What follows belongs to an exercise in optimizing a design on an open flow for small area and a short achievable clock period; a production flow would make more cautious choices. The RTL was checked by simulation tests, not by an equivalence proof against the original design.

`flow/design.v`:
```
package csc_pkg;
	typedef logic [17:0] sram_addr_t;
	typedef logic [15:0] sram_word_t;
	typedef logic [7:0] pixel_t;
	localparam int IMG_WIDTH = 320;
	localparam int IMG_HEIGHT = 240;
	localparam int PAIRS_PER_ROW = 160;
	localparam int WORDS_PER_ROW = 80;      
	localparam int GROUPS = 19200;          
	localparam sram_addr_t Y_BASE = 18'd0;
	localparam sram_addr_t U_BASE = 18'd38400;
	localparam sram_addr_t V_BASE = 18'd57600;
	localparam sram_addr_t RGB_BASE = 18'd146944;
	localparam sram_addr_t RGB_LAST = 18'd262143;
endpackage
`timescale 1ns/100ps
module sram_arbiter (
	input logic CLOCK_50_I,
	input logic resetn,
	input logic cmd_we,
	input csc_pkg::sram_addr_t cmd_addr,
	input csc_pkg::sram_word_t cmd_wdata,
	output csc_pkg::sram_addr_t sram_addr,
	output csc_pkg::sram_word_t sram_wdata,
	output logic sram_we_n
);
	always_ff @(posedge CLOCK_50_I or negedge resetn) begin
		if (!resetn)
			sram_we_n <= 1'b1;
		else
			sram_we_n <= !cmd_we;
	end
	always_ff @(posedge CLOCK_50_I) begin
		sram_addr <= cmd_addr;
		sram_wdata <= cmd_wdata;
	end
endmodule
`timescale 1ns/100ps
module yuv_fetch (
	input logic CLOCK_50_I,
	input logic resetn,
	input logic start,
	output logic busy,
	output logic done,
	output logic c_shift,          
	output logic c_ld_u,           
	output logic c_ld_v,           
	output logic c_first_a,        
	output logic c_first_b,        
	output logic c_near_b,         
	output logic c_last_a,         
	output logic c_last_b,         
	output logic c_yh_ld,          
	output logic c_ylo,            
	output logic c_odd_op,         
	output logic c_w_rg,           
	output logic c_w_br,           
	output logic cmd_we,
	output csc_pkg::sram_addr_t cmd_addr
);
	logic [3:0] ph, ph_n;
	logic [1:0] prime;             
	logic wr_on;
	logic done_pre;
	logic [6:0] jc;
	logic j_first, j_near_end, j_last;
	logic jf_n, jn_n, jl_n;
	logic [16:0] gy;               
	logic [16:0] c_addr;
	csc_pkg::sram_addr_t wa;       
	logic a_y, a_c, a_u, a_lsb, a_w;
	logic wr_now, last_wr;
	assign ph_n = !busy ? 4'd2 : (ph == 4'd9) ? 4'd0 : ph + 4'd1;
	assign jf_n = (ph == 4'd9) ? (jc == 7'd79) : j_first;
	assign jn_n = (ph == 4'd9) ? (jc == 7'd77) : j_near_end;
	assign jl_n = (ph == 4'd9) ? (jc == 7'd78) : j_last;
	always_ff @(posedge CLOCK_50_I) begin
		c_shift <= (ph_n <= 4'd4) && (ph_n != 4'd2);
		c_ld_u <= (ph_n == 4'd5);
		c_ld_v <= (ph_n == 4'd6);
		c_first_a <= busy && jf_n && (ph_n <= 4'd1);
		c_first_b <= busy && jf_n && (ph_n == 4'd3 || ph_n == 4'd4);
		c_near_b <= busy && jn_n && (ph_n == 4'd3 || ph_n == 4'd4);
		c_last_a <= busy && jl_n && (ph_n <= 4'd1);
		c_last_b <= busy && jl_n && (ph_n == 4'd3 || ph_n == 4'd4);
		c_yh_ld <= (ph_n == 4'd4 || ph_n == 4'd7);
		c_ylo <= (ph_n == 4'd3 || ph_n == 4'd6);
		c_odd_op <= (ph_n == 4'd4 || ph_n == 4'd7);
		c_w_rg <= (ph_n == 4'd5 || ph_n == 4'd8);
		c_w_br <= (ph_n == 4'd6 || ph_n == 4'd9);
		a_y <= (ph_n == 4'd1 || ph_n == 4'd4);
		a_c <= (ph_n == 4'd2 || ph_n == 4'd3);
		a_u <= (ph_n == 4'd2);
		a_lsb <= (ph_n == 4'd1);
		a_w <= (ph_n >= 4'd5) || (ph_n == 4'd0);
	end
	assign wr_now = busy && wr_on && a_w;
	assign last_wr = wr_now && (wa == csc_pkg::RGB_LAST);
	assign cmd_we = wr_now;
	assign c_addr = gy + (a_u ? 17'(csc_pkg::U_BASE + 18'd2) : 17'(csc_pkg::V_BASE + 18'd2));
	always_comb begin
		if (a_y)
			cmd_addr = {gy, a_lsb};
		else if (a_c)
			cmd_addr = {1'b0, c_addr};
		else
			cmd_addr = wa;
	end
	always_ff @(posedge CLOCK_50_I or negedge resetn) begin
		if (!resetn) begin
			busy <= 1'b0;
			done <= 1'b0;
			done_pre <= 1'b0;
			wr_on <= 1'b0;
		end else begin
			done_pre <= last_wr;
			done <= done_pre;
			if (done_pre)
				busy <= 1'b0;
			else if (start)
				busy <= 1'b1;
			if (!busy || last_wr)
				wr_on <= 1'b0;
			else if (prime == 2'd0 && ph == 4'd4)
				wr_on <= 1'b1;
		end
	end
	always_ff @(posedge CLOCK_50_I) begin
		ph <= ph_n;
		if (!busy) begin
			prime <= 2'd3;
			jc <= 7'd77;
			j_first <= 1'b0;
			j_near_end <= 1'b0;
			j_last <= 1'b0;
			gy <= 17'h1fffe;
			wa <= csc_pkg::RGB_BASE;
		end else begin
			j_first <= jf_n;
			j_near_end <= jn_n;
			j_last <= jl_n;
			if (ph == 4'd9) begin
				if (prime != 2'd0)
					prime <= prime - 2'd1;
				jc <= (jc == 7'd79) ? 7'd0 : jc + 7'd1;
			end
			if (ph == 4'd1)
				gy <= gy + 17'd1;
			if (wr_now)
				wa <= wa + 18'd1;
		end
	end
endmodule
`timescale 1ns/100ps
module chroma_interpolator (
	input logic CLOCK_50_I,
	input logic c_shift,
	input logic c_ld_u,
	input logic c_ld_v,
	input logic c_first_a,
	input logic c_first_b,
	input logic c_near_b,
	input logic c_last_a,
	input logic c_last_b,
	input csc_pkg::sram_word_t rdata,
	output csc_pkg::pixel_t ce_u,       
	output csc_pkg::pixel_t ce_v,
	output csc_pkg::pixel_t c_odd       
);
	csc_pkg::pixel_t e [0:15];
	csc_pkg::pixel_t t0, t1, t2, t3, t4, t5;
	always_ff @(posedge CLOCK_50_I) begin
		if (c_shift) begin
			for (int i = 0; i < 15; i++)
				e[i] <= e[i + 1];
		end
		if (c_ld_u) begin
			e[12] <= rdata[15:8];
			e[14] <= rdata[7:0];
		end
		if (c_ld_v) begin
			e[13] <= rdata[15:8];
			e[15] <= rdata[7:0];
		end
	end
	assign ce_u = e[2];
	assign ce_v = e[3];
	always_comb begin
		t0 = e[0];
		t1 = e[2];
		t2 = e[4];
		t3 = e[6];
		t4 = e[8];
		t5 = e[10];
		if (c_first_a) begin
			t0 = e[4];
			t1 = e[4];
		end
		if (c_first_b)
			t0 = e[2];
		if (c_near_b)
			t5 = e[8];
		if (c_last_a) begin
			t4 = e[6];
			t5 = e[6];
		end
		if (c_last_b) begin
			t3 = e[4];
			t4 = e[4];
			t5 = e[4];
		end
	end
	logic [8:0] p, q, m, p_r, q_r, m_r, m_r2;
	logic [9:0] d1, d2, d3, d1_r, d2_r, d3_r;
	assign p = {1'b0, t0} + {1'b0, t5};
	assign q = {1'b0, t1} + {1'b0, t4};
	assign m = {1'b0, t2} + {1'b0, t3};
	always_ff @(posedge CLOCK_50_I) begin
		p_r <= p;
		q_r <= q;
		m_r <= m;
	end
	assign d1 = {1'b0, m_r} + {1'b0, ~q_r};
	assign d2 = {1'b0, p_r} + {1'b0, ~q_r};
	assign d3 = {1'b0, p_r} + {1'b0, ~m_r};
	always_ff @(posedge CLOCK_50_I) begin
		m_r2 <= m_r;
		d1_r <= d1;
		d2_r <= d2;
		d3_r <= d3;
	end
	logic [16:0] acc;
	logic [8:0] q8, q8_r;
	logic signed [9:0] sh;
	assign acc = {1'b0, m_r2, 7'd0} + {2'd0, d1_r, 5'd0} + {3'd0, d2_r, 4'd0} + {5'd0, d2_r, 2'd0}
		+ {7'd0, d3_r} + 17'd181;
	assign q8 = acc[16:8];
	always_ff @(posedge CLOCK_50_I)
		q8_r <= q8;
	assign sh = {1'b0, q8_r} - 10'sd106;
	assign c_odd = sh[9] ? 8'h00 : (sh[8] ? 8'hff : sh[7:0]);
endmodule
`timescale 1ns/100ps
module csc_matrix (
	input logic CLOCK_50_I,
	input csc_pkg::pixel_t y_in,
	input csc_pkg::pixel_t u_in,
	input csc_pkg::pixel_t v_in,
	output csc_pkg::pixel_t r,
	output csc_pkg::pixel_t g,
	output csc_pkg::pixel_t b
);
	logic [24:0] ye;
	logic [24:0] t_in, t_r;
	logic [9:0] u3_in, v3_in, u3, v3;
	csc_pkg::pixel_t u, v;
	assign ye = {17'd0, y_in};
	assign t_in = (ye << 16) + (ye << 13) + (ye << 11) + (ye << 9) - (ye << 2);
	assign u3_in = {2'd0, u_in} + {1'd0, u_in, 1'd0};
	assign v3_in = {2'd0, v_in} + {1'd0, v_in, 1'd0};
	always_ff @(posedge CLOCK_50_I) begin
		t_r <= t_in;
		u <= u_in;
		v <= v_in;
		u3 <= u3_in;
		v3 <= v3_in;
	end
	localparam int NR = 6;
	localparam int NG = 8;
	localparam int NB = 6;
	localparam logic [15:0] KL_R = 16'd5824;
	localparam logic [15:0] KL_G = 16'd45033;
	localparam logic [15:0] KL_B = 16'd4800;
	localparam logic signed [11:0] KH_R = -12'sd223;
	localparam logic signed [11:0] KH_G = -12'sd269;
	localparam logic signed [11:0] KH_B = -12'sd277;
	logic [26:0] rr [NR];
	logic [26:0] gr [NG];
	logic [26:0] br [NB];
	logic [9:0] nu3, nv3;
	csc_pkg::pixel_t nu, nv;
	assign nu3 = ~u3;
	assign nv3 = ~v3;
	assign nu = ~u;
	assign nv = ~v;
	assign rr[0] = {2'd0, t_r};
	assign rr[1] = {2'd0, v3, 15'd0};
	assign rr[2] = {6'd0, v3, 11'd0};
	assign rr[3] = {12'd0, v, 7'd0};
	assign rr[4] = {15'd0, v, 4'd0};
	assign rr[5] = {17'd0, v3};
	assign gr[0] = {2'd0, t_r};
	assign gr[1] = {4'd0, nu3, 13'd0};
	assign gr[2] = {9'd0, nu, 10'd0};
	assign gr[3] = {14'd0, nu3, 3'd0};
	assign gr[4] = {3'd0, nv3, 14'd0};
	assign gr[5] = {7'd0, nv, 12'd0};
	assign gr[6] = {14'd0, nv, 5'd0};
	assign gr[7] = {19'd0, nv};
	assign br[0] = {2'd0, t_r};
	assign br[1] = {2'd0, u, 17'd0};
	assign br[2] = {9'd0, u, 10'd0};
	assign br[3] = {12'd0, u, 7'd0};
	assign br[4] = {14'd0, u3, 3'd0};
	assign br[5] = {17'd0, u3};
	function automatic logic [53:0] csa(input logic [26:0] a, input logic [26:0] b, input logic [26:0] c);
		logic [26:0] sm, cy;
		sm = a ^ b ^ c;
		cy = (a & b) | (a & c) | (b & c);
		csa = {sm, cy[25:0], 1'b0};
	endfunction
	logic [53:0] r1a, r1b, r2a, r3a, r4a;
	logic [53:0] g1a, g1b, g1c, g2a, g2b, g3a, g4a;
	logic [53:0] b1a, b1b, b2a, b3a, b4a;
	assign r1a = csa(rr[0], rr[1], rr[2]);
	assign r1b = csa(rr[3], rr[4], rr[5]);
	assign r2a = csa(r1a[53:27], r1a[26:0], r1b[53:27]);
	assign r3a = csa(r1b[26:0], {11'd0, KL_R}, r2a[53:27]);
	assign r4a = csa(r2a[26:0], r3a[53:27], r3a[26:0]);
	assign g1a = csa(gr[0], gr[1], gr[2]);
	assign g1b = csa(gr[3], gr[4], gr[5]);
	assign g1c = csa(gr[6], gr[7], {11'd0, KL_G});
	assign g2a = csa(g1a[53:27], g1a[26:0], g1b[53:27]);
	assign g2b = csa(g1b[26:0], g1c[53:27], g1c[26:0]);
	assign g3a = csa(g2a[53:27], g2a[26:0], g2b[53:27]);
	assign g4a = csa(g3a[53:27], g3a[26:0], g2b[26:0]);
	assign b1a = csa(br[0], br[1], br[2]);
	assign b1b = csa(br[3], br[4], br[5]);
	assign b2a = csa(b1a[53:27], b1a[26:0], b1b[53:27]);
	assign b3a = csa(b1b[26:0], {11'd0, KL_B}, b2a[53:27]);
	assign b4a = csa(b2a[26:0], b3a[53:27], b3a[26:0]);
	logic [16:0] rl, gl, bl;
	logic [10:0] rs_r, rc_r, gs_r, gc_r, bs_r, bc_r;
	logic rk_r, gk_r, bk_r;
	assign rl = {1'b0, r4a[42:27]} + {1'b0, r4a[15:0]};
	assign gl = {1'b0, g4a[42:27]} + {1'b0, g4a[15:0]};
	assign bl = {1'b0, b4a[42:27]} + {1'b0, b4a[15:0]};
	always_ff @(posedge CLOCK_50_I) begin
		rs_r <= r4a[53:43];
		rc_r <= r4a[26:16];
		rk_r <= rl[16];
		gs_r <= g4a[53:43];
		gc_r <= g4a[26:16];
		gk_r <= gl[16];
		bs_r <= b4a[53:43];
		bc_r <= b4a[26:16];
		bk_r <= bl[16];
	end
	function automatic csc_pkg::pixel_t sat(input logic signed [11:0] s);
		if (s[11])
			sat = 8'h00;
		else if (s[10:8] != 3'd0)
			sat = 8'hff;
		else
			sat = s[7:0];
	endfunction
	logic [10:0] rh, gh, bh;
	assign rh = rs_r + rc_r + {10'd0, rk_r};
	assign gh = gs_r + gc_r + {10'd0, gk_r};
	assign bh = bs_r + bc_r + {10'd0, bk_r};
	assign r = sat({1'b0, rh} + KH_R);
	assign g = sat({1'b0, gh} + KH_G);
	assign b = sat({1'b0, bh} + KH_B);
endmodule
`timescale 1ns/100ps
module rgb_store (
	input logic CLOCK_50_I,
	input logic c_w_rg,
	input logic c_w_br,
	input csc_pkg::pixel_t r,
	input csc_pkg::pixel_t g,
	input csc_pkg::pixel_t b,
	output csc_pkg::sram_word_t wdata
);
	csc_pkg::pixel_t g1, b1;         
	always_ff @(posedge CLOCK_50_I) begin
		g1 <= g;
		b1 <= b;
	end
	always_comb begin
		if (c_w_rg)
			wdata = {r, g};
		else if (c_w_br)
			wdata = {b1, r};
		else
			wdata = {g1, b1};
	end
endmodule
`timescale 1ns/100ps
module csc_top (
	input logic CLOCK_50_I,
	input logic resetn,
	input logic start,
	output logic busy,
	output logic done,
	output csc_pkg::sram_addr_t sram_addr,
	output csc_pkg::sram_word_t sram_wdata,
	output logic sram_we_n,
	input csc_pkg::sram_word_t sram_rdata
);
	logic c_shift, c_ld_u, c_ld_v;
	logic c_first_a, c_first_b, c_near_b, c_last_a, c_last_b;
	logic c_yh_ld, c_ylo, c_odd_op, c_w_rg, c_w_br;
	logic cmd_we;
	csc_pkg::sram_addr_t cmd_addr;
	csc_pkg::sram_word_t cmd_wdata;
	csc_pkg::pixel_t ce_u, ce_v, c_odd, uo;
	csc_pkg::sram_word_t yh;         
	csc_pkg::pixel_t y_op, u_op, v_op;
	csc_pkg::pixel_t r, g, b;
	yuv_fetch seq_unit (
		.CLOCK_50_I, .resetn, .start, .busy, .done,
		.c_shift, .c_ld_u, .c_ld_v,
		.c_first_a, .c_first_b, .c_near_b, .c_last_a, .c_last_b,
		.c_yh_ld, .c_ylo, .c_odd_op, .c_w_rg, .c_w_br,
		.cmd_we, .cmd_addr
	);
	chroma_interpolator interp_unit (
		.CLOCK_50_I, .c_shift, .c_ld_u, .c_ld_v,
		.c_first_a, .c_first_b, .c_near_b, .c_last_a, .c_last_b,
		.rdata(sram_rdata), .ce_u, .ce_v, .c_odd
	);
	always_ff @(posedge CLOCK_50_I) begin
		if (c_yh_ld)
			yh <= sram_rdata;
		uo <= c_odd;     
	end
	always_ff @(posedge CLOCK_50_I)
		y_op <= c_ylo ? yh[7:0] : yh[15:8];
	always_comb begin
		if (c_odd_op) begin
			u_op = uo;
			v_op = c_odd;
		end else begin
			u_op = ce_u;
			v_op = ce_v;
		end
	end
	csc_matrix matrix_unit (
		.CLOCK_50_I, .y_in(y_op), .u_in(u_op), .v_in(v_op),
		.r, .g, .b
	);
	rgb_store store_unit (
		.CLOCK_50_I, .c_w_rg, .c_w_br, .r, .g, .b, .wdata(cmd_wdata)
	);
	sram_arbiter arbiter_unit (
		.CLOCK_50_I, .resetn,
		.cmd_we, .cmd_addr, .cmd_wdata,
		.sram_addr, .sram_wdata, .sram_we_n
	);
endmodule
```
`flow/flow/run.sh`:
```
#!/bin/bash
set -u
export SETUP_SLACK_MARGIN=6.8
export BUFFER_PORTS_ARGS="-buffer_cell sky130_fd_sc_hd__buf_4"
bash standard.sh > standard_flow.log 2>&1
```
`flow/standard.sh`:
```
#!/bin/bash
# synth_recipe.tcl (not shown) runs the flow's synth.tcl, then flattens the netlist and writes it again
# the make line also repeats each setting of config.mk as NAME=value (left out here)
make -C /OpenROAD-flow-scripts/flow DESIGN_CONFIG=/design/flow/config.mk WORK_HOME=/design/flow/orfs CLKGATE_MAP_FILE= SYNTH_SCRIPT=/design/flow/synth_recipe.tcl "${@:-finish}"
```
`flow/config.mk`:
```
export PLATFORM = sky130hd
export DESIGN_NAME = csc_top
export DESIGN_NICKNAME = csc_top
export VERILOG_FILES = /design/flow/design.v
export SDC_FILE = /design/flow/constraint.sdc
export NUM_CORES = 4
export LEC_CHECK = 0
export CAP_MARGIN = 20
export CORE_MARGIN = 2
export CORE_UTILIZATION = 65
export SLEW_MARGIN = 20
```
`flow/constraint.sdc`:
```
create_clock -name core_clock -period 10.0 [get_ports {CLOCK_50_I}]
set_input_delay 2.0000 -clock core_clock [delete_from_list [all_inputs] [get_ports {CLOCK_50_I}]]
set_output_delay 2.0000 -clock core_clock [all_outputs]
set_load 0.01 [all_outputs]
```
==> notes.md, run 1 <==
status -> timing/DRC/antenna clean
first-pass GRT wire length -> 93.32 mm
Synth area leader -> dfxtp_1
Final Max Slew Viols -> 0
Setup crit start kind -> register
Initial DRC Count -> 982
final std cells w/o fill -> 3183
Critical Path End Type -> register
Mapped Area -> 27330 um2
gr usage total -> 0.2707
Final Hold Violating Endpoints -> 0
Detail Route Antenna Nets -> 0
Crit Path Class -> reg -> reg
Synth top area share -> 0.2425
Max Clk Rate -> 0.3024 GHz
EDFF count, synth -> 144
Critical path origin -> matrix_unit.t_r[13]
Mapped Cells -> 2492
Max Cap Viol -> 0
setup TNS -> 0 ns
nets@finish -> 3141
total die area -> 43700 um2
# fillers -> 2885
Layout Utilization -> 0.7502
distinct cell type count after synthesis -> 89
clock root buffer -> clkbuf_16
Routed WL -> 59.60 mm
Final Skew -> 0.01624 ns
top-count cell post-synth -> ha_1
vias in the first global route -> 17940
gp weighted congestion -> 0.9611
Via-to-Cell Ratio -> 5.653
Pre-antenna DRT Iters -> 5
fraction of registers with async set/reset -> 0.01042
top post-synthesis cells by count -> ha_1, inv_1, dfxtp_1
crit path time final -> 3.307 ns
critical path arrival -> 3.80 ns
Cells after DPL -> 3043
Starting Density -> 0.6544
routed vias -> 18000
Num CTS Buffers -> 51
Required @ worst endpoint -> 10.49 ns
HP Class -> reg -> reg
DP Wirelength -> 44.78 mm
share of cells above drive strength 1 -> 0.1702
grt total ovfl -> 0
htree depth -> 2
WL/cell -> 18.73 um
Final Cycle Share -> 0.3307
mean post-synth cell area -> 10.97 um2
initial antenna violation count -> 2
top post-synthesis cells by area -> dfxtp_1, ha_1, edfxtp_1, fa_1, inv_1
CTS tree -> built
Remaining DRCs -> 0
die width -> 209.0 um
Slew @ Worst Pin -> 0.9571 ns
Clock Latency Late Sink -> 0.61 ns
total I/O pin count -> 56
Slew headroom -> 0.3610
Post-CTS Hold Buffers -> 0
Area Growth Syn to Fin -> 14.64%
core area -> 41760 um2
final setup vio count -> 0
sequential share of the synthesized area -> 0.4053
RSZ-0062 raised after global routing -> true
IO buf count -> 55
worst hold start -> y_op[0]
Yosys warning total -> 10
Synth Flop Type -> dfxtp_1
largest net degree at the start of global routing -> 91
Die Span Y -> 209.0 um
antenna cells -> 0
Critical Path Fanout Max -> 2
worst reg2reg startpoint -> matrix_unit.t_r[13]
Clock transition at path regs -> 0.07 ns
FP Rows -> 75
Seq cells post-synth -> 480
CTS Sinks -> 480
post-synth net total -> 3031
clock tree buffer depth -> 3
-- final timing paths --
path | end | slack [ns] | cells past startpoint
worst max-delay path | matrix_unit.gk_r | 6.69 | 10
worst min-delay path | matrix_unit.t_r[2] | 0.38 | 0
worst max register to register | matrix_unit.gk_r | 6.69 | 10
worst min register to register | matrix_unit.t_r[2] | 0.38 | 0
max in group asynchronous | arbiter_unit.sram_we_n | 8.62 | 1
min in group asynchronous | seq_unit.busy | 1.18 | 1
-- what timing repair did --
action / CTS / global route
gates cloned: 0 / 1
setup buffers: 22 / 22
gates resized for setup: 96 / 101
pin swaps: 58 / 70
setup endpoints to repair: 40 / 45
-- worst max-delay path, stage by stage (launching register included) --
cell and delay, ns:
dfxtp_4 0.35, fa_1 0.59, fa_1 0.45, fa_1 0.51, inv_2 0.04, fa_1 0.54
inv_2 0.05, ha_4 0.21, a211oi_2 0.19, o21ai_1 0.09, a21o_1 0.18
-- layer usage --
metal  share of wire  track usage
met5               0            0
met1            0.45       0.3737
met4           0.022      0.07340
met3           0.045      0.03442
met2            0.48       0.4528
-- stage by stage --
stage,hold slack [ns],setup WS (ns),area [um2]
3_5_place_dp,0.3635,6.418,28320
6_report,0.3765,6.693,31330
3_3_place_gp,0.3622,6.542,28320
2_1_floorplan,0.3543,6.688,27390
5_1_grt,0.3851,6.583,31330
4_1_cts,0.3646,6.701,30680
-- sequential cells by signal, summed over array words and instances (netlist names), 10 cells and up --
register and count:
interp_unit.e 128, matrix_unit.t_r 23, arbiter_unit.sram_addr 18, seq_unit.wa 18, seq_unit.gy 17, arbiter_unit.sram_wdata 16, yh 16, matrix_unit.bc_r 11
matrix_unit.rc_r 11, interp_unit.d1_r 10, interp_unit.d2_r 10, interp_unit.d3_r 10, matrix_unit.bs_r 10, matrix_unit.gc_r 10, matrix_unit.gs_r 10, matrix_unit.rs_r 10
-- cell type report --
class	count	area, um2	area share
Multi-Input combinational cell	1626	15610	0.4981
Sequential cell	480	11150	0.3560
Clock buffer	58	1398	0.04461
Inverter	338	1274	0.04066
Timing Repair Buffer	105	812.0	0.02592
Tap cell	539	674.4	0.02153
Clock inverter	37	411.6	0.01314
-- layout by cell type, fill, tap and decap left out, types with 88 or more instances in the layout --
cell / n
inv_1: 313
edfxtp_1: 144
a21oi_1: 113
o21ai_0: 96
buf_4: 97
xnor2_1: 88
nand2_1: 106
fa_1: 121
ha_1: 366
dfxtp_1: 291
-- logic make-up (layout without fill, tap and decap cells) --
logic type | Yosys count | after routing | synth area share
fa+ha+maj | 520 | 520 | 0.2727
flops | 480 | 480 | 0.4053
compound gates | 431 | 431 | 0.1010
simple gates | 425 | 425 | 0.07998
buf+inv | 387 | 538 | 0.05393
xor+xnor | 149 | 149 | 0.04803
mux | 100 | 101 | 0.03901
Testbench counts, summed over its fixed seeds: frame cycles 1,536,248.
==> run 2: changes to the inputs <==
--- a/flow/config.mk
+++ b/flow/config.mk
@@ -7,5 +7,5 @@
 export LEC_CHECK = 0
 export CAP_MARGIN = 20
 export CORE_MARGIN = 2
-export CORE_UTILIZATION = 65
+export CORE_UTILIZATION = 50
 export SLEW_MARGIN = 20
==> run 2 against run 1 <==
  * Sequential cell count stayed put
  * Synthesized cell count unchanged
  * Critical path type unchanged
  * Critical endpoint is now matrix_unit.bk_r
==> notes.md, run 2 <==
status -> timing/DRC/antenna clean
routed vias -> 17600 (-2.2%)
sequential share of the synthesized area -> 0.4053 (unchanged)
Final Cycle Share -> 0.3291 (-0.001585)
EDFF count, synth -> 144 (unchanged)
total die area -> 56540 um2 (+29%)
Critical Path End Type -> register
# fillers -> 4477 (+55%)
clock tree buffer depth -> 3 (unchanged)
setup slack after layout -> 6.709 ns (+0.01585 ns)
Place WS -> 6.377 ns (-0.04145 ns)
Synth Flop Type -> dfxtp_1
Critical Path Fanout Max -> 2 (unchanged)
metal3 WL -> 1.779 mm (-34%)
Synth area leader -> dfxtp_1
gr usage total -> 0.2104 (-0.06027)
gp weighted congestion -> 0.8889 (-7.5%)
Slew headroom -> 0.2772 (-0.08386)
Final Hold Violating Endpoints -> 0 (unchanged)
Post-CTS Hold Buffers -> 0 (unchanged)
Setup crit start kind -> register
Slew @ Worst Pin -> 1.083 ns (+0.1256 ns)
setup TNS -> 0 ns (unchanged)
WL/cell -> 17.71 um (-5.4%)
crit path time final -> 3.291 ns (-0.01585 ns)
final setup vio count -> 0 (unchanged)
Starting Density -> 0.5068 (-0.1476)
Synth top area share -> 0.2425 (unchanged)
Mapped Area -> 27330 um2 (unchanged)
largest net degree at the start of global routing -> 81 (-11%)
DP Wirelength -> 44.92 mm (+0.31%)
vias in the first global route -> 17800 (-0.77%)
Final Max Slew Viols -> 0 (unchanged)
Clock transition at path regs -> 0.07 ns (about the same)
top post-synthesis cells by area -> dfxtp_1, ha_1, edfxtp_1, fa_1, inv_1
clock root buffer -> clkbuf_16
Remaining DRCs -> 0 (unchanged)
Seq cells post-synth -> 480 (unchanged)
Area Growth Syn to Fin -> 15.87%
DR WL met2 -> 27.48 mm (-4.2%)
nets@finish -> 3137 (-0.13%)
final std cells w/o fill -> 3337 (+4.8%)
total I/O pin count -> 56 (unchanged)
die width -> 237.8 um (+14%)
Detail Route Antenna Nets -> 0 (unchanged)
grt total ovfl -> 0 (unchanged)
Met1 Routed Length -> 28.41 mm (+5.6%)
core area -> 53920 um2 (+29%)
Final Skew -> 0.04540 ns (+0.02916 ns)
antenna cells -> 0 (unchanged)
critical path arrival -> 3.78 ns (-0.02 ns)
biggest regs -> interp_unit.e x128, matrix_unit.t_r x23
most common cell after layout, fill and taps aside -> ha_1
Mapped Cells -> 2492 (unchanged)
Required @ worst endpoint -> 10.49 ns (about the same)
max layer used -> met4
fraction of registers with async set/reset -> 0.01042 (unchanged)
initial antenna violation count -> 1 (-1)
Crit Path Class -> reg -> reg
RSZ-0062 raised after global routing -> true
multi-input logic area -> 15650 um2 (+0.28%)
number of flip-flops under the largest register name -> 128 (unchanged)
FF/Latch Area -> 11160 um2 (about the same)
share of cells above drive strength 1 -> 0.1711 (+0.0009506)
htree depth -> 2 (unchanged)
FP Rows -> 85 (+13%)
mean post-synth cell area -> 10.97 um2 (unchanged)
Via-to-Cell Ratio -> 5.273 (-6.7%)
Cells after DPL -> 3197 (+5.1%)
Num CTS Buffers -> 53 (+3.9%)
distinct cell type count after synthesis -> 89 (unchanged)
first-pass GRT wire length -> 93.98 mm (+0.70%)
CTS Sinks -> 480 (unchanged)
top post-synthesis cells by count -> ha_1, inv_1, dfxtp_1
HP Class -> reg -> reg
CTS tree -> built
IO buf count -> 55 (unchanged)
post-synth net total -> 3031 (unchanged)
Pre-antenna DRT Iters -> 5 (unchanged)
Max Clk Rate -> 0.3039 GHz (+0.48%)
Largest Register -> interp_unit.e
Max Cap Viol -> 0 (unchanged)
Die Span Y -> 237.8 um (+14%)
Routed WL -> 59.09 mm (-0.86%)
Clock Latency Late Sink -> 0.64 ns (+0.03 ns)
Yosys warning total -> 10 (unchanged)
most frequent cells in the layout -> ha_1, inv_1, dfxtp_1
top-count cell post-synth -> ha_1
Initial DRC Count -> 802 (-18%)
## run 2: changes by cell type in the layout (fill, tap and decap cells not counted), moves of 6 or more
cell      delta
buf_4        -9
clkbuf_1     +6
dfxtp_1     -10
dfxtp_2     +12
inv_1       +10
inv_2        -9
## run 2: worst paths after layout
kind	startpoint	cells past startpoint	to	slack, ns
worst max-delay path	matrix_unit.u3[2]	15	matrix_unit.bk_r	6.71
worst min register to register	interp_unit.m_r[8]	0	interp_unit.m_r2[8]	0.38
max in group asynchronous	resetn	1	arbiter_unit.sram_we_n	8.65
worst max register to register	matrix_unit.u3[2]	15	matrix_unit.bk_r	6.71
min in group asynchronous	resetn	1	seq_unit.wr_on	1.16
worst min-delay path	interp_unit.m_r[8]	0	interp_unit.m_r2[8]	0.38
## run 2: worst max-delay path, cell delays in order, from the launching register on
cell	delay [ns]
dfxtp_4	0.36
ha_4	0.27
ha_4	0.19
ha_4	0.25
inv_1	0.04
fa_1	0.47
inv_1	0.04
ha_1	0.26
and3_1	0.16
a31o_2	0.19
a21o_1	0.17
a211oi_2	0.22
o21bai_1	0.11
a211oi_2	0.21
o21a_1	0.17
o21ai_1	0.06
## run 2: cells by family after synthesis
family | after synthesis | share of synthesized area
compound gates | 431 | 0.1010
xor+xnor | 149 | 0.04803
fa+ha+maj | 520 | 0.2727
buf+inv | 387 | 0.05393
flops | 480 | 0.4053
mux | 100 | 0.03901
simple gates | 425 | 0.07998
## run 2: layer usage
layer  global-route usage  vias to the layer above
met1               0.2906                     8424
met5                    0                        -
met4              0.06442                        0
li1                     -                     8814
met2               0.3456                      272
met3              0.02648                       87
## run 2: final cells by class
cell class	instances	share of cell area
inverter	338	0.04015
clock inverter	31	0.01415
tap	696	0.02750
sequential	480	0.3525
clock buffer	67	0.04580
multi-input combinational	1628	0.4942
timing repair buffer	97	0.02568
## run 2: repair_timing
action                     4_1_cts  5_1_grt
resized for setup              110       98
pin swaps                       64       71
setup buffers                   20       17
setup endpoints to repair       43       60
gates cloned                     4        1
## run 2: stage by stage
step / hold WS (ns) / utilization / cell area (um2)
after floorplan: 0.3543 / - / 27390
after global placement: 0.3668 / 0.5284 / 28490
after detailed placement: 0.3672 / 0.5284 / 28490
after CTS: 0.3778 / 0.5767 / 31090
after global routing: 0.3830 / 0.5873 / 31670
final: 0.3785 / 0.5873 / 31670
==> run 3: changes to the inputs <==
--- a/flow/config.mk
+++ b/flow/config.mk
@@ -8,4 +8,5 @@
 export CAP_MARGIN = 20
 export CORE_MARGIN = 2
 export CORE_UTILIZATION = 50
+export CTS_BUF_LIST = sky130_fd_sc_hd__clkbuf_4 sky130_fd_sc_hd__clkbuf_8
 export SLEW_MARGIN = 20
==> run 3 against run 2 <==
  * Fmax down 0.71%
  * Sequential share of layout area down 0.13 points
  * Synthesized area unchanged
  * Largest cell class unchanged
  * Die area unchanged
  * Cell area up 0.51%
  * Critical path type is now reg -> out
  * Routed wire length up 0.90%
  * Global-route usage up 0.12 points
  * Hold slack about the same
  * Clock-buffer cell count up 47
==> notes.md, run 3 <==
status -> timing/DRC/antenna clean
Synth top area share -> 0.2425 (unchanged)
grt total ovfl -> 0 (unchanged)
final std cells w/o fill -> 3404 (+2.0%)
FF/Latch Area -> 11180 um2 (+0.13%)
Final Skew -> 0.02664 ns (-0.01876 ns)
first-pass GRT wire length -> 94.67 mm (+0.73%)
gp weighted congestion -> 0.8889 (unchanged)
WL/cell -> 17.52 um (-1.1%)
IO buf count -> 55 (unchanged)
clock root buffer -> clkbuf_8
antenna cells -> 0 (unchanged)
Final Hold Violating Endpoints -> 0 (unchanged)
crit-path cells -> buf_12, buf_6
Initial DRC Count -> 831 (+3.6%)
distinct cell type count after synthesis -> 89 (unchanged)
Setup crit start kind -> register
initial antenna violation count -> 1 (unchanged)
critical path arrival -> 1.31 ns (-2.47 ns)
DP Wirelength -> 44.92 mm (unchanged)
Max Clk Rate -> 0.3017 GHz (-0.71%)
Final Cycle Share -> 0.3314 (+0.002354)
FP Rows -> 85 (unchanged)
most frequent cells in the layout -> ha_1, inv_1, dfxtp_1
Die Span Y -> 237.8 um (unchanged)
number of flip-flops under the largest register name -> 128 (unchanged)
Area Growth Syn to Fin -> 16.46%
top-count cell post-synth -> ha_1
biggest regs -> interp_unit.e x128, matrix_unit.t_r x23
CTS tree -> built
crit-path max cell delay -> 0.42 ns (-0.05 ns)
Seq cells post-synth -> 480 (unchanged)
Crit Path Class -> reg -> out
Starting Density -> 0.5068 (unchanged)
post-synth net total -> 3031 (unchanged)
Routed WL -> 59.63 mm (+0.90%)
htree depth -> 3 (+1)
Mapped Area -> 27330 um2 (unchanged)
crit path time final -> 3.314 ns (+0.02354 ns)
Largest Register -> interp_unit.e
Required @ worst endpoint -> 8.00 ns (-2.49 ns)
Remaining DRCs -> 0 (unchanged)
Clock Latency Late Sink -> 0.66 ns (+0.02 ns)
HP Class -> reg -> reg
die width -> 237.8 um (unchanged)
top post-synthesis cells by count -> ha_1, inv_1, dfxtp_1
largest net degree at the start of global routing -> 81 (unchanged)
gr usage total -> 0.2116 (+0.001187)
share of cells above drive strength 1 -> 0.1950 (+0.02383)
Critical Path End Type -> output port
Synth Flop Type -> dfxtp_1
Num CTS Buffers -> 82 (+55%)
total I/O pin count -> 56 (unchanged)
core area -> 53920 um2 (unchanged)
Slew @ Worst Pin -> 1.106 ns (+0.02367 ns)
Max Cap Viol -> 0 (unchanged)
most common cell after layout, fill and taps aside -> ha_1
mean post-synth cell area -> 10.97 um2 (unchanged)
Worst path slowest cell -> dfrtp_2
Mapped Cells -> 2492 (unchanged)
RSZ-0062 raised after global routing -> true
Buf/Inv on CP -> 2 (unchanged)
Synth area leader -> dfxtp_1
cell family with most CP delay -> flip-flops
Critical Path Fanout Max -> 2 (unchanged)
Pre-antenna DRT Iters -> 7 (+2)
fraction of registers with async set/reset -> 0.01042 (unchanged)
Detail Route Antenna Nets -> 0 (unchanged)
Clock transition at path regs -> 0.06 ns (about the same)
top post-synthesis cells by area -> dfxtp_1, ha_1, edfxtp_1, fa_1, inv_1
CTS Sinks -> 480 (unchanged)
vias in the first global route -> 18120 (+1.8%)
routed vias -> 17770 (+0.98%)
nets@finish -> 3179 (+1.3%)
setup TNS -> 0 ns (unchanged)
Via-to-Cell Ratio -> 5.220 (-1.0%)
sequential share of the synthesized area -> 0.4053 (unchanged)
clock tree buffer depth -> 3 (unchanged)
EDFF count, synth -> 144 (unchanged)
Slew headroom -> 0.2614 (-0.01580)
# fillers -> 4511 (+0.76%)
Cells after DPL -> 3197 (unchanged)
Yosys warning total -> 10 (unchanged)
Post-CTS Hold Buffers -> 0 (unchanged)
total die area -> 56540 um2 (unchanged)
Final Max Slew Viols -> 0 (unchanged)
final setup vio count -> 0 (unchanged)
multi-input logic area -> 15640 um2 (about the same)
run 3: cell counts after synthesis:
Identical to the previous run, type by type.
run 3: kinds of logic after synthesis:
kind of cell               Yosys count  share of synthesized area
AOI/OAI and AO/OA                  431                     0.1010
xor gates and xnor gates           149                    0.04803
adders and majority gates          520                     0.2727
buffers and inverters              387                    0.05393
DFF                                480                     0.4053
muxes                              100                    0.03901
and+or+nand+nor                    425                    0.07998
run 3: final cells by class:
class | count | share of cell area
Multi-Input combinational cell | 1626 | 0.4915
Sequential cell | 480 | 0.3512
Clock buffer | 114 | 0.04576
Inverter | 338 | 0.03994
Timing Repair Buffer | 112 | 0.02945
Tap cell | 696 | 0.02736
Clock inverter | 38 | 0.01482
run 3: worst register-to-register path, delay by kind of cell (launching register included):
family / cells / cell delay, ns
flip-flops: 1 / 0.32
AO/OA/AOI/OAI: 4 / 0.92
adder cells (fa/ha/maj): 4 / 1.64
AND/OR/NAND/NOR: 2 / 0.17
XOR/XNOR: 1 / 0.14
run 3: final timing paths:
path                       depth (start not counted)  slack (ns)                     end                 from
max                                                2        6.69                    busy        seq_unit.busy
max in group asynchronous                          1        8.67  arbiter_unit.sram_we_n               resetn
min                                                0        0.38     interp_unit.m_r2[8]   interp_unit.m_r[8]
max reg2reg                                       11        6.73     interp_unit.q8_r[8]  interp_unit.d3_r[6]
min reg2reg                                        0        0.38     interp_unit.m_r2[8]   interp_unit.m_r[8]
min in group asynchronous                          1        1.13           seq_unit.done               resetn
run 3: through the flow:
step | setup WS, ns | area [um2] | utilization | hold slack [ns]
CTS | 6.627 | 31070 | 0.5763 | 0.3790
floorplan | 6.688 | 27390 | - | 0.3543
finish | 6.686 | 31830 | 0.5903 | 0.3782
global placement | 6.480 | 28490 | 0.5284 | 0.3668
global route | 6.573 | 31830 | 0.5903 | 0.3899
detailed placement | 6.377 | 28490 | 0.5284 | 0.3672
run 3: what timing repair did:
action / 4_1_cts / 5_1_grt
resized for setup: 103 / 120
setup endpoints to repair: 45 / 60
buffers inserted: 23 / 29
hold endpoints to repair: 0 / 0
pin swaps: 60 / 82
cloned: 2 / 1
run 3: per-layer routing:
metal	GRT usage	share of wire	up-vias
met5	0	0	-
met4	0.06099	0.018	0
met3	0.03136	0.034	70
met2	0.3474	0.47	281
met1	0.2908	0.48	8513
li1	-	-	8906
==> run 4: changes to the inputs <==
==> flow/flow/run.sh (replaced) <==
#!/bin/bash
set -u
export SETUP_SLACK_MARGIN=7.0
export BUFFER_PORTS_ARGS="-buffer_cell sky130_fd_sc_hd__buf_4"
bash standard.sh > standard_flow.log 2>&1
--- a/flow/config.mk
+++ b/flow/config.mk
@@ -8,5 +8,5 @@
 export CAP_MARGIN = 20
 export CORE_MARGIN = 2
 export CORE_UTILIZATION = 50
-export CTS_BUF_LIST = sky130_fd_sc_hd__clkbuf_4 sky130_fd_sc_hd__clkbuf_8
+export CTS_BUF_LIST = sky130_fd_sc_hd__clkbuf_8
 export SLEW_MARGIN = 20
==> run 4 against run 3 <==
  * Still clean
  * Die area stayed put
  * Global-route usage is 0.56 points higher
  * Non-clock buffer count is 44 higher
  * Final cell count is 1.1% higher
  * Core utilization is 1.8 points higher
  * Worst setup slack worse by 0.0096 ns
  * Critical path type is now reg -> reg
  * Critical endpoint is now matrix_unit.bk_r
  * Largest cell class unchanged
==> notes.md, run 4 <==
CTS Sinks -> 480 (unchanged)
fraction of registers with async set/reset -> 0.01042 (unchanged)
Slew @ Worst Pin -> 1.011 ns (-0.09578 ns)
Remaining DRCs -> 0 (unchanged)
Slew headroom -> 0.3253 (+0.06394)
mean post-synth cell area -> 10.97 um2 (unchanged)
share of cells above drive strength 1 -> 0.2349 (+0.03991)
most frequent cells in the layout -> ha_1, inv_1, dfxtp_1
top post-synthesis cells by area -> dfxtp_1, ha_1, edfxtp_1, fa_1, inv_1
worst reg2reg startpoint -> matrix_unit.u3[1]
WL/cell -> 17.85 um (+1.9%)
Layout Utilization -> 0.6083 (+0.01801)
Setup crit start kind -> register
Crit Path Class -> reg -> reg
FP Rows -> 85 (unchanged)
# fillers -> 4305 (-4.6%)
distinct cell type count after synthesis -> 89 (unchanged)
crit path time final -> 3.324 ns (+0.009560 ns)
vias in the first global route -> 18590 (+2.6%)
gr usage total -> 0.2172 (+0.005592)
post-synth net total -> 3031 (unchanged)
final setup vio count -> 0 (unchanged)
Mapped Area -> 27330 um2 (unchanged)
status -> timing/DRC/antenna clean
routed vias -> 18160 (+2.2%)
htree depth -> 3 (unchanged)
Final Hold Violating Endpoints -> 0 (unchanged)
DP Wirelength -> 45.02 mm (+0.23%)
Clock transition at path regs -> 0.06 ns (about the same)
die width -> 237.8 um (unchanged)
Seq cells post-synth -> 480 (unchanged)
Mapped Cells -> 2492 (unchanged)
HP Class -> reg -> reg
EDFF count, synth -> 144 (unchanged)
clock tree buffer depth -> 3 (unchanged)
WHS Path Cells -> 0 (unchanged)
number of flip-flops under the largest register name -> 128 (unchanged)
Detail Route Antenna Nets -> 0 (unchanged)
RSZ-0062 raised after global routing -> true
setup TNS -> 0 ns (unchanged)
clock root buffer -> clkbuf_8
initial antenna violation count -> 1 (unchanged)
Largest Register -> interp_unit.e
Yosys warning total -> 10 (unchanged)
Required @ worst endpoint -> 10.54 ns (+2.54 ns)
Post-CTS Hold Buffers -> 0 (unchanged)
total die area -> 56540 um2 (unchanged)
core area -> 53920 um2 (unchanged)
grt total ovfl -> 0 (unchanged)
Final Max Slew Viols -> 0 (unchanged)
first-pass GRT wire length -> 96.93 mm (+2.4%)
Max Clk Rate -> 0.3008 GHz (-0.29%)
critical path arrival -> 3.86 ns (+2.55 ns)
R2R depth -> 15 (+4)
Die Span Y -> 237.8 um (unchanged)
worst hold start -> seq_unit.done_pre
Initial DRC Count -> 814 (-2.0%)
Cells after DPL -> 3197 (unchanged)
reg-to-reg slack, setup -> 6.68 ns (-0.05 ns)
sequential share of the synthesized area -> 0.4053 (unchanged)
Final Skew -> 0.04637 ns (+0.01973 ns)
Starting Density -> 0.5068 (unchanged)
Area Growth Syn to Fin -> 20.01%
Clock Latency Late Sink -> 0.68 ns (+0.02 ns)
final std cells w/o fill -> 3443 (+1.1%)
Final Cycle Share -> 0.3324 (+0.0009560)
most common cell after layout, fill and taps aside -> ha_1
hold slack -> 0.3744 ns (-0.003767 ns)
top-count cell post-synth -> ha_1
Num CTS Buffers -> 80 (-2.4%)
Reg-to-Reg End -> matrix_unit.bk_r
hold endpoint -> seq_unit.done
Synth Flop Type -> dfxtp_1
top post-synthesis cells by count -> ha_1, inv_1, dfxtp_1
Routed WL -> 61.47 mm (+3.1%)
gp weighted congestion -> 0.9196 (+3.5%)
Critical Path End Type -> register
biggest regs -> interp_unit.e x128, matrix_unit.t_r x23
nets@finish -> 3220 (+1.3%)
Synth area leader -> dfxtp_1
largest net degree at the start of global routing -> 90 (+11%)
total I/O pin count -> 56 (unchanged)
IO buf count -> 55 (unchanged)
Max Cap Viol -> 0 (unchanged)
Pre-antenna DRT Iters -> 5 (-2)
CTS tree -> built
Critical Path Fanout Max -> 3 (+1)
Synth top area share -> 0.2425 (unchanged)
Via-to-Cell Ratio -> 5.275 (+1.0%)
-- run 4: changes by cell type in the layout (fill, tap and decap cells not counted), moves of 8 or more --
cell | previous run | this run
ha_4 | 18 | 27
clkbuf_4 | 18 | 0
dfxtp_2 | 41 | 68
inv_1 | 321 | 337
buf_6 | 9 | 62
ha_1 | 373 | 364
a21oi_2 | 11 | 19
a21oi_1 | 113 | 101
dfxtp_1 | 277 | 247
clkinv_1 | 8 | 0
-- run 4: worst max path at each step --
stage | from | end | slack, ns
final | matrix_unit.u3[1] | matrix_unit.bk_r | 6.68
after CTS | arbiter_unit.sram_we_n | sram_we_n | 6.64
after detailed placement | matrix_unit.rk_r | arbiter_unit.sram_wdata[1] | 6.28
after global placement | matrix_unit.rk_r | arbiter_unit.sram_wdata[0] | 6.33
after floorplan | matrix_unit.u[0] | matrix_unit.gk_r | 6.69
after global routing | matrix_unit.u3[1] | matrix_unit.bk_r | 6.50
-- run 4: repair_timing --
action | CTS | global route
pin swaps | 94 | 88
setup buffers | 67 | 31
resized for setup | 258 | 136
gates cloned | 0 | 0
setup endpoints to repair | 96 | 104
-- run 4: cell families after synthesis --
group                    after synthesis  synth area share
flip-flops                           480            0.4053
buffers and inverters                387           0.05393
AND/OR/NAND/NOR                      425           0.07998
adder cells (fa/ha/maj)              520            0.2727
AO/OA/AOI/OAI                        431            0.1010
multiplexers                         100           0.03901
XOR/XNOR                             149           0.04803
-- run 4: routing by layer --
layer / part of all wire / vias to the layer above / track usage / wire length, um
li1: - / 8989 / - / -
met3: 0.041 / 120 / 0.03670 / 2513
met1: 0.46 / 8742 / 0.2955 / 28540
met5: 0 / - / 0 / 0
met4: 0.026 / 0 / 0.07681 / 1593
met2: 0.47 / 311 / 0.3503 / 28820
-- run 4: area by class of cell --
| cell class | count | area, um2 | share of cell area |
|---|---|---|---|
| Timing Repair Buffer | 156 | 1421 | 0.04334 |
| Tap cell | 696 | 870.8 | 0.02655 |
| Clock buffer | 94 | 1294 | 0.03945 |
| Inverter | 338 | 1279 | 0.03899 |
| Multi-Input combinational cell | 1625 | 16210 | 0.4943 |
| Sequential cell | 480 | 11220 | 0.3422 |
| Antenna cell | 1 | 2.502 | 0.00007630 |
| Clock inverter | 53 | 498.0 | 0.01518 |
-- run 4: per-stage QoR --
step	area [um2]	setup WS (ns)
2_1_floorplan	27450	6.688
3_3_place_gp	28550	6.329
3_5_place_dp	28550	6.278
4_1_cts	31870	6.636
5_1_grt	32800	6.500
6_report	32800	6.676
-- run 4: critical path, cell delays in order (launching register included) --
cell and delay [ns]:
dfxtp_4 0.37, ha_1 0.29, ha_1 0.28, ha_1 0.14
inv_1 0.05, fa_1 0.50, inv_1 0.04, ha_1 0.26
and3_1 0.14, a31o_2 0.20, a21o_1 0.17, a211oi_2 0.18
o21bai_1 0.09, a211oi_1 0.21, o21a_1 0.19, o21ai_1 0.07
==> run 5: changes to the inputs <==
==> flow/flow/run.sh (replaced) <==
#!/bin/bash
set -u
export SETUP_SLACK_MARGIN=6.8
export BUFFER_PORTS_ARGS="-buffer_cell sky130_fd_sc_hd__buf_4"
bash standard.sh > standard_flow.log 2>&1
==> run 5 against run 4 <==
  * Sequential cell count unchanged
  * Register-to-register slack improved by 0.05 ns
  * Sequential share of layout area increased by 1.1 points
  * Hold slack improved by 0.0038 ns
==> notes.md, run 5 <==
sequential share of the synthesized area -> 0.4053 (unchanged)
hold slack -> 0.3782 ns (+0.003751 ns)
top post-synthesis cells by count -> ha_1, inv_1, dfxtp_1
htree depth -> 3 (unchanged)
CTS tree -> built
Routed WL -> 59.46 mm (-3.3%)
Final Hold Violating Endpoints -> 0 (unchanged)
Required @ worst endpoint -> 8.00 ns (-2.54 ns)
core area -> 53920 um2 (unchanged)
status -> timing/DRC/antenna clean
gp weighted congestion -> 0.8889 (-3.3%)
number of flip-flops under the largest register name -> 128 (unchanged)
Place WS -> 6.377 ns (+0.09874 ns)
Synth top area share -> 0.2425 (unchanged)
Seq cells post-synth -> 480 (unchanged)
Slew headroom -> 0.3088 (-0.01648)
share of cells above drive strength 1 -> 0.1837 (-0.05115)
Detail Route Antenna Nets -> 0 (unchanged)
Clock Latency Late Sink -> 0.66 ns (-0.02 ns)
biggest regs -> interp_unit.e x128, matrix_unit.t_r x23
Crit Path Class -> reg -> out
crit path time final -> 3.313 ns (-0.01109 ns)
DP Wirelength -> 44.92 mm (-0.23%)
GRT busiest layer -> met2
worst reg2reg startpoint -> matrix_unit.u3[4]
clock root buffer -> clkbuf_8
Setup crit start kind -> register
Area Growth Syn to Fin -> 15.68%
Via-to-Cell Ratio -> 5.223 (-0.99%)
CTS Sinks -> 480 (unchanged)
Num CTS Buffers -> 82 (+2.5%)
antenna cells -> 0 (-1)
Max Cap Viol -> 0 (unchanged)
clock tree buffer depth -> 3 (unchanged)
Post-CTS Hold Buffers -> 0 (unchanged)
routed vias -> 17760 (-2.2%)
critical path arrival -> 1.31 ns (-2.55 ns)
gr usage total -> 0.2114 (-0.005749)
first-pass GRT wire length -> 94.62 mm (-2.4%)
Cells after DPL -> 3197 (unchanged)
vias in the first global route -> 18110 (-2.6%)
hold endpoint -> interp_unit.m_r2[8]
FP Rows -> 85 (unchanged)
Remaining DRCs -> 0 (unchanged)
Final Skew -> 0.02616 ns (-0.02020 ns)
Initial DRC Count -> 747 (-8.2%)
Critical Path Fanout Max -> 2 (-1)
setup TNS -> 0 ns (unchanged)
Mapped Area -> 27330 um2 (unchanged)
Largest Register -> interp_unit.e
top post-synthesis cells by area -> dfxtp_1, ha_1, edfxtp_1, fa_1, inv_1
Starting Density -> 0.5068 (unchanged)
final setup vio count -> 0 (unchanged)
nets@finish -> 3176 (-1.4%)
initial antenna violation count -> 1 (unchanged)
fin area -> 31610 um2 (-3.6%)
Yosys warning total -> 10 (unchanged)
grt total ovfl -> 0 (unchanged)
most frequent cells in the layout -> ha_1, inv_1, dfxtp_1
total I/O pin count -> 56 (unchanged)
Clock transition at path regs -> 0.06 ns (about the same)
M3 GR Usage -> 0.03136 (-0.005342)
Pre-antenna DRT Iters -> 7 (+2)
Synth Flop Type -> dfxtp_1
top-count cell post-synth -> ha_1
fraction of registers with async set/reset -> 0.01042 (unchanged)
Slew @ Worst Pin -> 1.035 ns (+0.02468 ns)
HP Class -> reg -> reg
IO buf count -> 55 (unchanged)
Reg-to-Reg End -> matrix_unit.bk_r
Final Cycle Share -> 0.3313 (-0.001109)
Max Clk Rate -> 0.3018 GHz (+0.33%)
R2R depth -> 13 (-2)
total die area -> 56540 um2 (unchanged)
largest net degree at the start of global routing -> 81 (-10%)
Die Span Y -> 237.8 um (unchanged)
mean post-synth cell area -> 10.97 um2 (unchanged)
met2 usage -> 0.3471 (-0.003278)
Critical Path End Type -> output port
Synth area leader -> dfxtp_1
worst hold start -> interp_unit.m_r[8]
setup slack after layout -> 6.687 ns (+0.01109 ns)
distinct cell type count after synthesis -> 89 (unchanged)
WHS Path Cells -> 0 (unchanged)
RSZ-0062 raised after global routing -> true
final std cells w/o fill -> 3401 (-1.2%)
die width -> 237.8 um (unchanged)
WL/cell -> 17.48 um (-2.1%)
most common cell after layout, fill and taps aside -> ha_1
Mapped Cells -> 2492 (unchanged)
Final Max Slew Viols -> 0 (unchanged)
post-synth net total -> 3031 (unchanged)
GR Util met1 -> 0.2907 (-0.004789)
reg-to-reg slack, setup -> 6.73 ns (+0.05 ns)
dpl cell area -> 28490 um2 (-0.21%)
EDFF count, synth -> 144 (unchanged)
[run 5: cell counts after synthesis]
No cell type changed its count.
[run 5: kinds of logic after synthesis]
logic type,Yosys count,share of synthesized area
muxes,100,0.03901
DFF,480,0.4053
adders and majority gates,520,0.2727
xor gates and xnor gates,149,0.04803
AOI/OAI and AO/OA,431,0.1010
buffers and inverters,387,0.05393
and+or+nand+nor,425,0.07998
[run 5: worst max path at each step]
stage	endpoint	slack [ns]	cells past startpoint	startpoint
2_1_floorplan	matrix_unit.gk_r	6.69	11	matrix_unit.u[0]
5_1_grt	matrix_unit.bk_r	6.57	13	matrix_unit.u3[4]
6_report	busy	6.69	2	seq_unit.busy
4_1_cts	busy	6.63	2	seq_unit.busy
3_3_place_gp	arbiter_unit.sram_wdata[0]	6.48	11	matrix_unit.rk_r
3_5_place_dp	matrix_unit.v3[8]	6.38	18	interp_unit.q8_r[1]
[run 5: cell type report]
cell class / count / area (um2)
fill: 4527 / 22310
multi-input combinational: 1626 / 15530
sequential: 480 / 11180
clock buffer: 96 / 1321
inverter: 338 / 1271
timing repair buffer: 109 / 907.1
tap: 696 / 870.8
clock inverter: 56 / 539.3
[run 5: critical path, stage by stage, from the launching register on]
cell and delay, ns:
dfrtp_2 0.42, buf_12 0.13, buf_6 0.11
[run 5: stage by stage]
stage,util
floorplan,-
global placement,0.5284
detailed placement,0.5284
CTS,0.5750
global route,0.5863
finish,0.5863
[run 5: repair_timing]
action                                  4_1_cts  5_1_grt
buffers inserted                             23       26
gates cloned                                  2        1
gates resized for setup                     103       99
endpoints found under the setup margin       45       59
pin swaps                                    60       72
[run 5: metal layers]
metal  vias to the layer above  share of wire
met2                       279           0.47
met3                        75          0.032
met1                      8506           0.48
met5                         -              0
li1                       8902              -
met4                         0          0.018
==> run 6: changes to the inputs <==
--- a/flow/config.mk
+++ b/flow/config.mk
@@ -5,8 +5,8 @@
 export SDC_FILE = /design/flow/constraint.sdc
 export NUM_CORES = 4
 export LEC_CHECK = 0
-export CAP_MARGIN = 20
+export CAP_MARGIN = 5
 export CORE_MARGIN = 2
 export CORE_UTILIZATION = 50
 export CTS_BUF_LIST = sky130_fd_sc_hd__clkbuf_8
-export SLEW_MARGIN = 20
+export SLEW_MARGIN = 5
==> run 6 against run 5 <==
  * Critical path depth unchanged
  * Global-route usage unchanged
  * Via count about the same
  * Clock-buffer cell count unchanged
  * Non-clock buffer count unchanged
  * Hold slack unchanged
  * Clock skew about the same
  * Sequential share of layout area about the same
  * Register-to-register slack about the same
  * Largest cell class unchanged
==> notes.md, run 6 <==
Max Cap Viol -> 0 (unchanged)
most frequent cells in the layout -> ha_1, inv_1, dfxtp_1
Remaining DRCs -> 0 (unchanged)
IO buf count -> 55 (unchanged)
gp weighted congestion -> 0.8889 (unchanged)
WL/cell -> 17.48 um (about the same)
FP Rows -> 85 (unchanged)
Area Growth Syn to Fin -> 15.67% (about the same)
die width -> 237.8 um (unchanged)
Die Span Y -> 237.8 um (unchanged)
Slew headroom -> 0.2353 (-0.07359)
nets@finish -> 3176 (unchanged)
Final Max Slew Viols -> 0 (unchanged)
Clock transition at path regs -> 0.06 ns (about the same)
worst reg2reg startpoint -> matrix_unit.u3[4]
CTS Sinks -> 480 (unchanged)
Critical Path Fanout Max -> 2 (unchanged)
Final Hold Violating Endpoints -> 0 (unchanged)
dpl cell area -> 28490 um2 (unchanged)
WHS Path Cells -> 0 (unchanged)
Max Clk Rate -> 0.3018 GHz (unchanged)
Num CTS Buffers -> 82 (unchanged)
distinct cell type count after synthesis -> 89 (unchanged)
Largest Register -> interp_unit.e
fin area -> 31610 um2 (about the same)
Met1 Routed Length -> 28.51 mm (about the same)
reg-to-reg slack, setup -> 6.73 ns (about the same)
htree depth -> 3 (unchanged)
top-count cell post-synth -> ha_1
sequential share of the synthesized area -> 0.4053 (unchanged)
top post-synthesis cells by count -> ha_1, inv_1, dfxtp_1
antenna cells -> 0 (unchanged)
vias in the first global route -> 18110 (unchanged)
biggest regs -> interp_unit.e x128, matrix_unit.t_r x23
setup TNS -> 0 ns (unchanged)
post-synth net total -> 3031 (unchanged)
xor-xnor portion of the synthesized cell area -> 0.04803 (unchanged)
Required @ worst endpoint -> 8.00 ns (about the same)
multi-input logic area -> 15530 um2 (unchanged)
initial antenna violation count -> 1 (unchanged)
HP Class -> reg -> reg
Slew @ Worst Pin -> 1.146 ns (+0.1102 ns)
metal3 WL -> 1.921 mm (unchanged)
top post-synthesis cells by area -> dfxtp_1, ha_1, edfxtp_1, fa_1, inv_1
routed vias -> 17760 (-0.023%)
core area -> 53920 um2 (unchanged)
worst hold start -> interp_unit.m_r[8]
fraction of registers with async set/reset -> 0.01042 (unchanged)
Synth Flop Type -> dfxtp_1
main combinational cell family by area after synthesis -> adder cells
Detail Route Antenna Nets -> 0 (unchanged)
final setup vio count -> 0 (unchanged)
gr usage total -> 0.2114 (unchanged)
DP Wirelength -> 44.92 mm (unchanged)
Starting Density -> 0.5068 (unchanged)
total I/O pin count -> 56 (unchanged)
grt total ovfl -> 0 (unchanged)
Synth top area share -> 0.2425 (unchanged)
Final Skew -> 0.02623 ns (+0.00006850 ns)
share of cells above drive strength 1 -> 0.1830 (-0.0007394)
clock tree buffer depth -> 3 (unchanged)
Seq cells post-synth -> 480 (unchanged)
Critical Path End Type -> output port
first-pass GRT wire length -> 94.62 mm (unchanged)
mean post-synth cell area -> 10.97 um2 (unchanged)
post-synthesis mux area share -> 0.03901 (unchanged)
# fillers -> 4528 (+0.022%)
Reg-to-Reg End -> matrix_unit.bk_r
Via-to-Cell Ratio -> 5.221 (about the same)
R2R depth -> 13 (unchanged)
Post-CTS Hold Buffers -> 0 (unchanged)
Crit Path Class -> reg -> out
hold endpoint -> interp_unit.m_r2[8]
Final Cycle Share -> 0.3313 (unchanged)
crit path time final -> 3.313 ns (unchanged)
largest net degree at the start of global routing -> 81 (unchanged)
Synth Area in Adders -> 0.2727 (unchanged)
Layout Utilization -> 0.5862 (about the same)
RSZ-0062 raised after global routing -> true
EDFF count, synth -> 144 (unchanged)
CTS tree -> built
Synth area leader -> dfxtp_1
Synth Area in Simple Gates -> 0.07998 (unchanged)
Mapped Cells -> 2492 (unchanged)
Initial DRC Count -> 747 (unchanged)
DR WL met2 -> 27.94 mm (about the same)
number of flip-flops under the largest register name -> 128 (unchanged)
Pre-antenna DRT Iters -> 7 (unchanged)
fraction of the mapped netlist area in compound gates -> 0.1010 (unchanged)
Setup crit start kind -> register
status -> timing/DRC/antenna clean
total die area -> 56540 um2 (unchanged)
FF/Latch Area -> 11170 um2 (about the same)
Mapped Area -> 27330 um2 (unchanged)
Yosys warning total -> 10 (unchanged)
Clock Latency Late Sink -> 0.66 ns (about the same)
Routed WL -> 59.46 mm (about the same)
critical path arrival -> 1.31 ns (about the same)
most common cell after layout, fill and taps aside -> ha_1
clock root buffer -> clkbuf_8
max layer used -> met4
## run 6: cell types whose count changed in the layout (fill, tap and decap cells not counted)
cell and delta:
dfxtp_2 -2, dfxtp_1 +2
## run 6: cells by family after synthesis
kind of cell             Yosys count
multiplexers                     100
flip-flops                       480
adder cells (fa/ha/maj)          520
XOR/XNOR                         149
AO/OA/AOI/OAI                    431
buffers and inverters            387
AND/OR/NAND/NOR                  425
## run 6: layout make-up
class                   instances  area share
well taps                     696     0.02755
multi-input cells            1626      0.4912
repair buffers                109     0.02870
flip-flops and latches        480      0.3535
clock inverters                56     0.01706
inverters                     338     0.04022
clock buffers                  96     0.04180
## run 6: through the flow
step	setup WS, ns	std cells	hold WS [ns]
detailed placement	6.377	3197	0.3672
CTS	6.627	3374	0.3790
global route	6.573	3401	0.3899
finish	6.687	3401	0.3782
global placement	6.480	3197	0.3668
floorplan	6.688	2492	0.3543
## run 6: repair_timing
action | 4_1_cts | 5_1_grt
setup buffers | 23 | 26
cloned | 2 | 1
setup endpoints to repair | 45 | 59
hold endpoints to repair | 0 | 0
gates resized for setup | 103 | 99
pin swaps | 60 | 72
## run 6: worst max-delay path by stage
stage	startpoint	cells after the start	slack, ns	to
global route	matrix_unit.u3[4]	13	6.57	matrix_unit.bk_r
detailed placement	interp_unit.q8_r[1]	18	6.38	matrix_unit.v3[8]
floorplan	matrix_unit.u[0]	11	6.69	matrix_unit.gk_r
CTS	seq_unit.busy	2	6.63	busy
finish	seq_unit.busy	2	6.69	busy
global placement	matrix_unit.rk_r	11	6.48	arbiter_unit.sram_wdata[0]
## run 6: critical path: stages (launching register included)
cell     delay [ns]
dfrtp_2        0.42
buf_12         0.13
buf_6          0.11
## run 6: metal layers
metal / vias up / track usage
met5: - / 0
met4: 0 / 0.06099
li1: 8902 / -
met2: 279 / 0.3471
met1: 8502 / 0.2907
met3: 75 / 0.03136

[port drivers added, routing unchanged]
In the flow no input, the clock included, has a driving cell. The finished layouts below were timed again as built, in two steps. Step 1 (the two cells are an assumption about what drives the block):
set clk [get_ports {CLOCK_50_I}]
set_driving_cell -lib_cell sky130_fd_sc_hd__clkbuf_16 $clk
set_driving_cell -lib_cell sky130_fd_sc_hd__buf_2 [delete_from_list [all_inputs] $clk]
Step 2 moves the port delays by t, midway between the first and last clock arrival at a register: inputs arrive t later, outputs are due t later. That takes back most of the time a late clock gives input paths. Slacks: ideal ports / drivers / drivers and shift; pairs: ideal ports / drivers.
run	t (ns)	slack for setup (ns)	clock arrival spread, ns
run 1	0.657	6.693 / 6.693 / 6.693	0.017 / 0.017
run 2	0.670	6.709 / 6.659 / 6.709	0.046 / 0.045
run 3	0.703	6.686 / 6.630 / 6.731	0.026 / 0.026
run 4	0.712	6.676 / 6.658 / 6.676	0.049 / 0.049
run 5	0.702	6.687 / 6.632 / 6.728	0.029 / 0.029
run 6	0.702	6.687 / 6.632 / 6.728	0.029 / 0.029
After both steps setup and hold are still met in every run listed.
